Context: an optimization exercise on an open-source flow, tuned for small area, a short achievable clock period and few clock cycles per item. The choices shown serve that exercise and are no tape-out recipe. Where RTL was checked, it was by simulation tests only, not by an equivalence proof against the original.

Design clamped_pid_controller, start of the top module:
module clamped_pid_controller #(
    parameter int GAIN_FRAC_BITS = 16
) (
    input  logic                                i_clk,
    input  logic                                i_rst_n,
    input  logic                                i_cfg_we,
    input  logic [cpid_pkg::CFG_IDX_W-1:0]      i_cfg_idx,
    input  logic [cpid_pkg::CFG_DATA_W-1:0]     i_cfg_data,
    input  logic                                i_valid,
    output logic                                o_stall,
    input  logic signed [cpid_pkg::SAMPLE_W-1:0] i_setpoint,
    input  logic signed [cpid_pkg::SAMPLE_W-1:0] i_measured,
    input  logic                                i_clear_integ,
    output logic                                o_valid,
    input  logic                                i_stall,
    output logic signed [cpid_pkg::DRIVE_W-1:0] o_drive,
    output logic                                o_clamped
);
Size in the first run: roughly 480 flip-flops, ~80 I/O pins, about 0.046 mm² of cells after synthesis.
Settings: LEC_CHECK=0, ABC_AREA=1, CAP_MARGIN=20, CORE_MARGIN=2, CORE_UTILIZATION=50, SETUP_SLACK_MARGIN=5, SLEW_MARGIN=20; clock period 10.0 ns.
run.sh (not shown) runs the stock make flow with config.mk's settings and CLKGATE_MAP_FILE= SYNTH_SCRIPT=/design/flow/synth_recipe.tcl, a recipe that flattens the netlist after the stock synthesis.
==> next run, changes <==
--- a/flow/design.v
+++ b/flow/design.v
@@ -4332,58 +4332,59 @@
         end else begin
             r_v1 <= w_acc;
             if (w_acc) r_err <= w_err;
         end
     end
     always_ff @(posedge i_clk) begin
         r_derr <= w_derr;
         r_clr1 <= i_clear_integ;
     end
     logic            r_v2;
+    logic            r_clr2;
     logic [WI-1:0]   r_is0, r_is1;
     logic [WP-1:0]   r_pd0, r_pd1;
     logic [WI-1:0]   w_is0, w_is1;
     logic [WP-1:0]   w_pd0, w_pd1;
     cpid_trees u_trees (
         .i_kp   (w_cfg.prop_gain),
         .i_ki   (w_cfg.integ_gain),
         .i_kd   (w_cfg.deriv_gain),
         .i_err  (r_err),
         .i_derr (r_derr),
         .o_is0  (w_is0),
         .o_is1  (w_is1),
         .o_pd0  (w_pd0),
         .o_pd1  (w_pd1)
     );
     always_ff @(posedge i_clk) begin
         if (!i_rst_n) r_v2 <= 1'b0;
         else          r_v2 <= r_v1;
     end
     always_ff @(posedge i_clk) begin
+        r_clr2 <= r_clr1;
         r_is0  <= w_is0;
         r_is1  <= w_is1;
         r_pd0  <= w_pd0;
         r_pd1  <= w_pd1;
     end
     logic               r_v3;
-    logic signed [31:0] r_integ;     
-    logic signed [31:0] r_iout;      
+    logic signed [31:0] r_integ;
     logic [WP-1:0]      r_pd;
     logic [WI-1:0]      w_base;
     logic [WI-1:0]      w_isum;
     logic signed [WI-17:0] w_ihi;
     logic               w_ifnz;
     logic               w_igt;
     logic               w_ilt;
     logic signed [31:0] w_ilim;
     logic signed [31:0] w_integ;
-    assign w_base = WI'(r_integ);
+    assign w_base = r_clr2 ? '0 : WI'(r_integ);
     logic [WI-1:0]      w_cs0, w_cs1;
     assign w_cs0  = w_base ^ r_is0 ^ r_is1;
     assign w_cs1  = (w_base & r_is0) | (w_base & r_is1) | (r_is0 & r_is1);
     cpid_add38 u_isum (
         .a (w_cs0),
         .b ({w_cs1[WI-2:0], 1'b0}),
         .s (w_isum)
     );
     assign w_ihi  = w_isum[WI-1:16];
     assign w_ifnz = (w_isum[15:0] != '0);
@@ -4395,46 +4396,42 @@
         if (w_igt)      w_integ = w_ilim;
         else if (w_ilt) w_integ = -w_ilim;
         else            w_integ = w_isum[31:0];
     end
     always_ff @(posedge i_clk) begin
         if (!i_rst_n) begin
             r_v3    <= 1'b0;
             r_integ <= '0;
         end else begin
             r_v3 <= r_v2;
-            if (r_v1 && r_clr1) r_integ <= '0;
-            else if (r_v2)      r_integ <= w_integ;
+            if (r_v2) r_integ <= w_integ;
         end
     end
-    always_ff @(posedge i_clk) begin
-        r_iout <= w_integ;
-    end
     logic [WP-1:0] w_pd;
     cpid_add40 u_pd (
         .a (r_pd0),
         .b (r_pd1),
         .s (w_pd)
     );
     always_ff @(posedge i_clk) begin
         r_pd <= w_pd;
     end
     logic [WP-1:0]         w_sum;
     logic signed [WP-17:0] w_ohi;
     logic                  w_ofnz;
     logic                  w_ogt;
     logic                  w_olt;
     logic [15:0]           w_drive;
     logic                  w_clamped;
     cpid_add40 u_sum (
         .a (r_pd),
-        .b (WP'(r_iout)),
+        .b (WP'(r_integ)),
         .s (w_sum)
     );
     assign w_ohi  = w_sum[WP-1:16];
     assign w_ofnz = (w_sum[15:0] != '0);
     assign w_ogt  = (w_ohi > $signed({1'b0, w_cfg.out_limit}))
                  || ((w_ohi == $signed({1'b0, w_cfg.out_limit})) && w_ofnz);
     assign w_olt  = (w_ohi < -$signed({1'b0, w_cfg.out_limit}));
     always_comb begin
         if (w_ogt) begin
             w_drive   = 16'(w_cfg.out_limit);
Critical path depth goes up by 19.
Via count is higher by 0.56%.
Non-clock buffer count came out higher by 35.
Hold slack degrades by 61 ps.
Utilization is about the same.
Synthesized cell count goes down by 0.37%.
Synthesized area falls by 0.95%.
Die area fell by 0.94%.
Testbench counts after the change, summed over its fixed seeds: cycles 12,032, items 12,000.
Only the layout flow was run in the first run of this note; the RTL was not checked for function there.

## rev 12
Another version of the RTL of clamped_pid_controller (not shown whole).
For scale: ~5400 cells after synthesis, roughly 570 flip-flops, about 80 I/O pins.
==> flow/design.v (excerpt) <==
module clamped_pid_controller #(
    parameter int GAIN_FRAC_BITS = 16
) (
    input  logic                                i_clk,
    input  logic                                i_rst_n,
    input  logic                                i_cfg_we,
    input  logic [cpid_pkg::CFG_IDX_W-1:0]      i_cfg_idx,
    input  logic [cpid_pkg::CFG_DATA_W-1:0]     i_cfg_data,
    input  logic                                i_valid,
    output logic                                o_stall,
    input  logic signed [cpid_pkg::SAMPLE_W-1:0] i_setpoint,
    input  logic signed [cpid_pkg::SAMPLE_W-1:0] i_measured,
    input  logic                                i_clear_integ,
    output logic                                o_valid,
    input  logic                                i_stall,
    output logic signed [cpid_pkg::DRIVE_W-1:0] o_drive,
    output logic                                o_clamped
);
==> flow/config.mk <==
export PLATFORM = sky130hd
export DESIGN_NAME = clamped_pid_controller
export DESIGN_NICKNAME = clamped_pid_controller
export VERILOG_FILES = /design/flow/design.v
export SDC_FILE = /design/flow/constraint.sdc
export NUM_CORES = 4
export LEC_CHECK = 0
export ABC_AREA = 1
export CAP_MARGIN = 20
export CORE_MARGIN = 2
export CORE_UTILIZATION = 50
export CTS_BUF_LIST = sky130_fd_sc_hd__clkbuf_4 sky130_fd_sc_hd__clkbuf_8
export SLEW_MARGIN = 20
==> flow/constraint.sdc <==
create_clock -name core_clock -period 10.0 [get_ports {i_clk}]
set_input_delay 2.0000 -clock core_clock [delete_from_list [all_inputs] [get_ports {i_clk}]]
set_output_delay 2.0000 -clock core_clock [all_outputs]
set_load 0.01 [all_outputs]
standard.sh (not shown) runs the stock make flow with config.mk's settings and CLKGATE_MAP_FILE= SYNTH_SCRIPT=/design/flow/synth_recipe.tcl, a recipe that flattens the netlist after the stock synthesis.
==> flow/flow/run.sh <==
#!/bin/bash
set -euo pipefail
bash standard.sh SETUP_SLACK_MARGIN=6 finish > standard_flow.log 2>&1
The final layout from rev 12, which completed every stage, passed the timing, DRC and antenna checks at the end of the flow.
Testbench counts of rev 12, summed over its fixed seeds: cycles 12,040, items 12,000.
### rev 12 -> rev 13
--- a/flow/design.v
+++ b/flow/design.v
@@ -4855,15 +4855,15 @@
     input  logic signed [cpid_pkg::SAMPLE_W-1:0] i_measured,
     input  logic                                i_clear_integ,
     output logic                                o_valid,
     input  logic                                i_stall,
     output logic signed [cpid_pkg::DRIVE_W-1:0] o_drive,
     output logic                                o_clamped
 );
-    localparam int QN = 6;               
+    localparam int QN = 7;               
     localparam int QS = QN - 1;          
     localparam int WI = 38;              
     localparam int WP = 40;              
     cpid_pkg::t_cfg w_cfg;
     cpid_cfg u_cfg (
         .i_clk      (i_clk),
         .i_rst_n    (i_rst_n),
@@ -5117,25 +5117,40 @@
         .b  (w_olu1),
         .c0 (w_oc16),
         .c1 (1'b0),
         .s  (w_ols)
     );
     assign w_ogt = !w_ogs;
     assign w_olt = w_ols;
+    logic           r_v4;
+    logic [15:0]    r_ohi;
+    logic           r_oinc;
+    logic           r_ogt;
+    logic           r_olt;
+    always_ff @(posedge i_clk) begin
+        if (!i_rst_n) r_v4 <= 1'b0;
+        else          r_v4 <= r_v3;
+    end
+    always_ff @(posedge i_clk) begin
+        r_ohi  <= w_sum[31:16];
+        r_oinc <= w_sum[WP-1] && w_ofnz;
+        r_ogt  <= w_ogt;
+        r_olt  <= w_olt;
+    end
     cpid_add16 u_otz (
-        .a  (w_sum[31:16]),
+        .a  (r_ohi),
         .b  (16'd0),
-        .ci (w_sum[WP-1] && w_ofnz),
+        .ci (r_oinc),
         .s  (w_otz)
     );
     always_comb begin
-        if (w_ogt) begin
+        if (r_ogt) begin
             w_drive   = 16'(w_cfg.out_limit);
             w_clamped = 1'b1;
-        end else if (w_olt) begin
+        end else if (r_olt) begin
             w_drive   = -(16'(w_cfg.out_limit));
             w_clamped = 1'b1;
         end else begin
             w_drive   = w_otz;
             w_clamped = 1'b0;
         end
     end
@@ -5147,23 +5162,23 @@
     logic           w_hfree;
     logic           w_qrd;
     logic           w_qwr;
     logic [16:0]    w_new;
     assign w_new   = {w_drive, w_clamped};
     assign w_hfree = !r_hv || !i_stall;
     assign w_qrd   = w_hfree && (r_qn != '0);
-    assign w_qwr   = r_v3 && !(w_hfree && (r_qn == '0));
+    assign w_qwr   = r_v4 && !(w_hfree && (r_qn == '0));
     always_ff @(posedge i_clk) begin
         if (!i_rst_n) begin
             r_hv <= 1'b0;
             r_rp <= '0;
             r_wp <= '0;
             r_qn <= '0;
         end else begin
-            if (w_hfree) r_hv <= r_v3 || (r_qn != '0);
+            if (w_hfree) r_hv <= r_v4 || (r_qn != '0);
             if (w_qrd) r_rp <= (r_rp == 3'(QS - 1)) ? '0 : r_rp + 3'd1;
             if (w_qwr) r_wp <= (r_wp == 3'(QS - 1)) ? '0 : r_wp + 3'd1;
             r_qn <= r_qn + 3'(w_qwr) - 3'(w_qrd);
         end
     end
     always_ff @(posedge i_clk) begin
         if (w_hfree) r_hd <= w_qrd ? r_q[r_rp] : w_new;
--- outcome ---
Rev 13 vs. rev 12: wire length per cell after detailed routing rose by about 0.46%; synthesized area has increased; post-synthesis cell type count decreased 1. Rev 13 ends up with higher maximum fanout along the worst path than rev 12 does. Going from rev 12 to rev 13, the number of synthesized register bits was found to have gone up by 37. Against rev 12, rev 13 comes in 18 lower on critical path depth.
Testbench counts of rev 13, summed over its fixed seeds: cycles 12,048, items 12,000.

port drivers added, routing unchanged:
In the flow no input, the clock included, has a driving cell. The finished layouts below were timed again as built, in two steps.
Step 1, drivers: a clkbuf_16 drives i_clk and a buf_2 each remaining input, both assumed.
Step 2 also shifts input and output timing later by t, the mid clock arrival at the registers, as if the neighbouring blocks saw the same clock.
a / b / c = ideal / step 1 / step 2; a / b = the first two.
run	t (ns)	setup WS [ns]	hold WS [ns]
the first run of note 1	0.738	5.055 / 5.055 / 4.473	0.425 / 0.425 / 0.425
the second run of note 1	0.694	4.990 / 4.990 / 4.627	0.364 / 0.364 / 0.364
rev 12	0.826	5.757 / 5.757 / 5.371	0.322 / 0.322 / 0.322
rev 13	0.867	6.060 / 6.060 / 5.284	0.331 / 0.331 / 0.331
After both steps every run listed still meets setup and hold. For rev 13, which loses most, drivers alone change the setup slack by 0.000 ns; drivers and shift together by -0.776 ns.
